What follows belongs to an exercise in optimizing a design on an open flow for small area; a production flow would make more cautious choices.
In this exercise RTL edits were held to simulation tests only and were not proved equivalent to the original.
Power is estimated from default activity; no workload was simulated.

==> flow/design.v <==
package mesh_pkg;
  localparam int ROWS   = 26;
  localparam int COLS   = 18;
  localparam int THRESH = 5;
  localparam int CELLS  = ROWS * COLS;
  function automatic int cell_index(input int r, input int c, input int cols);
    cell_index = r * cols + c;
  endfunction
  function automatic int west_of(input int k, input int cols);
    int r;
    int c;
    r = k / cols;
    c = k % cols;
    west_of = r * cols + ((c + cols - 1) % cols);
  endfunction
  function automatic int north_of(input int k, input int rows, input int cols);
    int r;
    int c;
    r = k / cols;
    c = k % cols;
    north_of = ((r + rows - 1) % rows) * cols + c;
  endfunction
endpackage
module mesh_cell (
  input  logic [1:0] i_own,
  input  logic [1:0] i_west,
  input  logic [1:0] i_north,
  output logic       o_flag_n
);
  logic w_p_n;
  logic w_q_n;
  mesh_ao32_n u_p (
    .i_a0 (i_own[0]), .i_a1 (i_west[0]), .i_a2 (i_north[0]),
    .i_b0 (i_west[1]), .i_b1 (i_north[1]),
    .o_y_n (w_p_n)
  );
  mesh_oa32_n u_q (
    .i_a0 (i_own[0]), .i_a1 (i_west[0]), .i_a2 (i_north[0]),
    .i_b0 (i_west[1]), .i_b1 (i_north[1]),
    .o_y_n (w_q_n)
  );
  mesh_maj_n u_maj (
    .i_p_n (w_p_n),
    .i_q_n (w_q_n),
    .i_c   (i_own[1]),
    .o_y_n (o_flag_n)
  );
endmodule
module mesh_ao32_n (
  input  logic i_a0, i_a1, i_a2, i_b0, i_b1,
  output logic o_y_n
);
  assign o_y_n = ~((i_a0 & i_a1 & i_a2) | (i_b0 & i_b1));
endmodule
module mesh_oa32_n (
  input  logic i_a0, i_a1, i_a2, i_b0, i_b1,
  output logic o_y_n
);
  assign o_y_n = ~((i_a0 | i_a1 | i_a2) & (i_b0 | i_b1));
endmodule
module mesh_maj_n (
  input  logic i_p_n, i_q_n, i_c,
  output logic o_y_n
);
  assign o_y_n = ~((~i_p_n & ~i_q_n) | (i_c & ~(i_p_n & i_q_n)));
endmodule
module mesh_or2 (
  input  logic i_a, i_b,
  output logic o_y
);
  assign o_y = i_a | i_b;
endmodule
module twobit_26x18_mesh #(
  parameter int ROWS   = mesh_pkg::ROWS,
  parameter int COLS   = mesh_pkg::COLS,
  parameter int THRESH = mesh_pkg::THRESH
) (
  input  logic                       clk,
  input  logic                       rst,
  input  logic [2*ROWS*COLS-1:0]     inp,
  output logic [ROWS*COLS-1:0]       out
);
  localparam int NCELLS = ROWS * COLS;
  logic [NCELLS-1:0][1:0] w_in;
  logic [NCELLS-1:0]      w_flags_n;
  logic [NCELLS-1:0]      r_flag_n_q;   
  logic [NCELLS-1:0]      r_out_q;
  logic                   r_rst_q;
  logic                   w_clr;
  assign w_in = inp;
  genvar gi, gj;
  generate
    for (gi = 0; gi < ROWS; gi++) begin : g_row
      for (gj = 0; gj < COLS; gj++) begin : g_col
        localparam int K  = mesh_pkg::cell_index(gi, gj, COLS);
        localparam int KW = mesh_pkg::west_of(K, COLS);
        localparam int KN = mesh_pkg::north_of(K, ROWS, COLS);
        mesh_cell u_cell (
          .i_own    (w_in[K]),
          .i_west   (w_in[KW]),
          .i_north  (w_in[KN]),
          .o_flag_n (w_flags_n[K])
        );
      end
    end
  endgenerate
  mesh_or2 u_clr (
    .i_a (rst),
    .i_b (r_rst_q),
    .o_y (w_clr)
  );
  always_ff @(posedge clk) begin
    r_rst_q    <= rst;
    r_flag_n_q <= w_flags_n;
    r_out_q    <= ~(r_flag_n_q | {NCELLS{w_clr}});
  end
  assign out = r_out_q;
endmodule
==> flow/config.mk <==
export PLATFORM = sky130hd
export DESIGN_NAME = twobit_26x18_mesh
export DESIGN_NICKNAME = twobit_26x18_mesh
export VERILOG_FILES = /design/flow/design.v
export SDC_FILE = /design/flow/constraint.sdc
export NUM_CORES = 4
export LEC_CHECK = 0
export CAP_MARGIN = 20
export CORE_AREA = 5 5 395 395
export DIE_AREA = 0 0 400 400
export SLEW_MARGIN = 20
export SYNTH_HIERARCHICAL = 1
==> flow/constraint.sdc <==
create_clock -name core_clock -period 4.0 [get_ports {clk}]
set_input_delay 0.8000 -clock core_clock [delete_from_list [all_inputs] [get_ports {clk}]]
set_output_delay 0.8000 -clock core_clock [all_outputs]
set_load 0.01 [all_outputs]
standard.sh (not shown) runs the stock make flow with config.mk's settings and CLKGATE_MAP_FILE= SYNTH_SCRIPT=/design/flow/synth_recipe.tcl, a recipe that flattens the netlist after the stock synthesis.
==> flow/flow/run.sh <==
#!/bin/bash
# Own layout flow: the standard ORFS flow, with two changes.
#  1. Synthesis is synth_recipe.tcl unchanged except that ABC maps each module
#     for area with a plain "map -a" (flow/abc_map.script), so the small gate
#     modules of the RTL each become the one cell they describe.
#  2. The port buffers that ORFS inserts are the smallest buffer, buf_1.
# Each tool's full output goes to a log file of its own in this folder.
set -euo pipefail
W=$(pwd)
RES=$W/orfs/results/$FLOW_PLATFORM/twobit_26x18_mesh/base

cat > $W/own_synth.tcl <<EOT
proc abc {args} {
  set i [lsearch -exact \$args -script]
  if {\$i >= 0} { set args [lreplace \$args \$i [expr {\$i + 1}]] }
  set i [lsearch -exact \$args -D]
  if {\$i >= 0} { set args [lreplace \$args \$i [expr {\$i + 1}]] }
  yosys abc -script $W/flow/abc_map.script {*}\$args
}
source $W/synth_recipe.tcl
EOT

MK=(make -C "$FLOW_HOME" DESIGN_CONFIG="$W/config.mk" WORK_HOME="$W/orfs" CLKGATE_MAP_FILE=
    SYNTH_SCRIPT="$W/own_synth.tcl"
    "BUFFER_PORTS_ARGS=-buffer_cell sky130_fd_sc_hd__buf_1")

"${MK[@]}" synth > "$W/synth.log" 2>&1
"${MK[@]}" finish > "$W/layout.log" 2>&1

: # left out here: write the final layout as DEF
==> flow/flow/abc_map.script <==
strash
map -a
topo
stime -c
Rerun with:
--- a/flow/flow/run.sh
+++ b/flow/flow/run.sh
@@ -5,4 +5,5 @@
 #     modules of the RTL each become the one cell they describe.
 #  2. The port buffers that ORFS inserts are the smallest buffer, buf_1.
+#  3. The clock tree uses small clock buffers and no dummy loads.
 # Each tool's full output goes to a log file of its own in this folder.
 set -euo pipefail
@@ -23,5 +24,7 @@
 MK=(make -C "$FLOW_HOME" DESIGN_CONFIG="$W/config.mk" WORK_HOME="$W/orfs" CLKGATE_MAP_FILE=
     SYNTH_SCRIPT="$W/own_synth.tcl"
-    "BUFFER_PORTS_ARGS=-buffer_cell sky130_fd_sc_hd__buf_1")
+    "BUFFER_PORTS_ARGS=-buffer_cell sky130_fd_sc_hd__buf_1"
+    "PLACE_PINS_ARGS=-min_distance 1 -min_distance_in_tracks"
+    "CTS_ARGS=-sink_clustering_enable -repair_clock_nets -dont_use_dummy_load -buf_list {sky130_fd_sc_hd__clkbuf_8} -sink_clustering_size 16 -sink_clustering_max_diameter 50")
 
 "${MK[@]}" synth > "$W/synth.log" 2>&1
Settings changed: CORE_AREA 5 5 395 395 to 5 5 275 275, DIE_AREA 0 0 400 400 to 0 0 280 280.
Clock-buffer cell count decreases by 42.
Worst setup slack gets better by 130 ps.
First-iteration DRC count decreases by 24%.
Wire length decreases by 26%.
Combinational power decreases by 11%.
Design area decreases by 8.2%.
Rerun with:
--- a/flow/flow/run.sh
+++ b/flow/flow/run.sh
@@ -1,4 +1,4 @@
 #!/bin/bash
-# Own layout flow: the standard ORFS flow, with two changes.
+# Own layout flow: the standard ORFS flow, with these changes.
 #  1. Synthesis is synth_recipe.tcl unchanged except that ABC maps each module
 #     for area with a plain "map -a" (flow/abc_map.script), so the small gate
@@ -6,4 +6,5 @@
 #  2. The port buffers that ORFS inserts are the smallest buffer, buf_1.
 #  3. The clock tree uses small clock buffers and no dummy loads.
+#  4. IO pins may sit one routing track apart, so the die can be smaller.
 # Each tool's full output goes to a log file of its own in this folder.
 set -euo pipefail
Settings changed: CORE_AREA 5 5 275 275 to 5 5 245 245, DIE_AREA 0 0 280 280 to 0 0 250 250.
Outcome: Die area came out lower by 20%; count of clock-buffer cells in the layout came out lower by 16; final area came out lower by 1.2%; first-iteration DRC count came out higher by 52%; via count came out higher by 6.0%; clock power came out lower by 8.6%; synthesized area stays the same; maximum frequency came out lower by 1.7%; total power came out lower by 1.9%; global-route usage came out higher by 10 points.
Rerun with:
--- a/flow/flow/run.sh
+++ b/flow/flow/run.sh
@@ -27,5 +27,5 @@
     "BUFFER_PORTS_ARGS=-buffer_cell sky130_fd_sc_hd__buf_1"
     "PLACE_PINS_ARGS=-min_distance 1 -min_distance_in_tracks"
-    "CTS_ARGS=-sink_clustering_enable -repair_clock_nets -dont_use_dummy_load -buf_list {sky130_fd_sc_hd__clkbuf_8} -sink_clustering_size 16 -sink_clustering_max_diameter 50")
+    "CTS_ARGS=-sink_clustering_enable -repair_clock_nets -dont_use_dummy_load -buf_list {sky130_fd_sc_hd__clkbuf_4} -sink_clustering_size 10 -sink_clustering_max_diameter 30")
 
 "${MK[@]}" synth > "$W/synth.log" 2>&1
Settings changed: CORE_AREA 5 5 245 245 to 5 5 275 275, DIE_AREA 0 0 250 250 to 0 0 280 280.
=> The new run finished with timing, DRC and antenna clean; clock power rose by about 10%; die area rose by about 25%; utilization fell by 14 points; cell area rose by 3.1%; power rose by 2.4%.
Rerun with:
--- a/flow/flow/run.sh
+++ b/flow/flow/run.sh
@@ -27,5 +27,5 @@
     "BUFFER_PORTS_ARGS=-buffer_cell sky130_fd_sc_hd__buf_1"
     "PLACE_PINS_ARGS=-min_distance 1 -min_distance_in_tracks"
-    "CTS_ARGS=-sink_clustering_enable -repair_clock_nets -dont_use_dummy_load -buf_list {sky130_fd_sc_hd__clkbuf_4} -sink_clustering_size 10 -sink_clustering_max_diameter 30")
+    "CTS_ARGS=-sink_clustering_enable -repair_clock_nets -dont_use_dummy_load -buf_list {sky130_fd_sc_hd__clkbuf_16} -sink_clustering_size 36 -sink_clustering_max_diameter 60")
 
 "${MK[@]}" synth > "$W/synth.log" 2>&1
Result:
- wire length falls by about 0.9%
- flip-flop and latch count does not change
- die area does not change
- non-clock buffer count is lower by 71
- cell count went down by about 3%
- clock power rose by 16%
- cell area shrinks by about 1%
- via count falls by about 2%
- sequential power barely changes
- register-to-register slack gets better by 110 ps
- first-iteration DRC count rose by about 6%

==> port drivers added, routing unchanged <==
No port has a modelled driver above. Below, the same layouts with a new extraction and two added sets of constraints.
Step 1: set_driving_cell puts a clkbuf_16 on clk and a buf_2 on each other input, an assumption about the parent block.
Step 2 adds t to the input delays and takes it off the output delays; t is the mean of the earliest and latest rising clock arrival at the registers after step 1. Input paths then give back, and output paths get back, about the clock's delay inside the block.
Three values: no drivers, after step 1, after step 2; two values: the first two.
| run | shift t [ns] | setup slack, ns | worst hold slack (ns) | slew at the worst register clock pin (ns) | worst data-port slew with drivers (ns) |
|---|---|---|---|---|---|
| the first run | 0.791 | 1.518 / 1.428 / 1.545 | 0.215 / 0.153 / 0.350 | 0.07 / 0.07 | 0.21 |
| the second run | 0.761 | 1.651 / 1.585 / 1.865 | 0.217 / 0.177 / 0.328 | 0.10 / 0.10 | 0.23 |
| the third run | 0.736 | 1.611 / 1.551 / 1.559 | 0.257 / 0.218 / 0.320 | 0.11 / 0.11 | 0.29 |
| the fourth run | 1.109 | 1.339 / 1.273 / 1.283 | 0.050 / 0.021 / 0.289 | 0.11 / 0.11 | 0.22 |
| the fifth run | 0.673 | 1.792 / 1.721 / 1.867 | 0.327 / 0.298 / 0.327 | 0.10 / 0.10 | 0.23 |
After both steps every run listed still meets setup and hold. For the fourth run, which loses most, drivers alone change the setup slack by -0.066 ns; drivers and shift together by -0.056 ns.
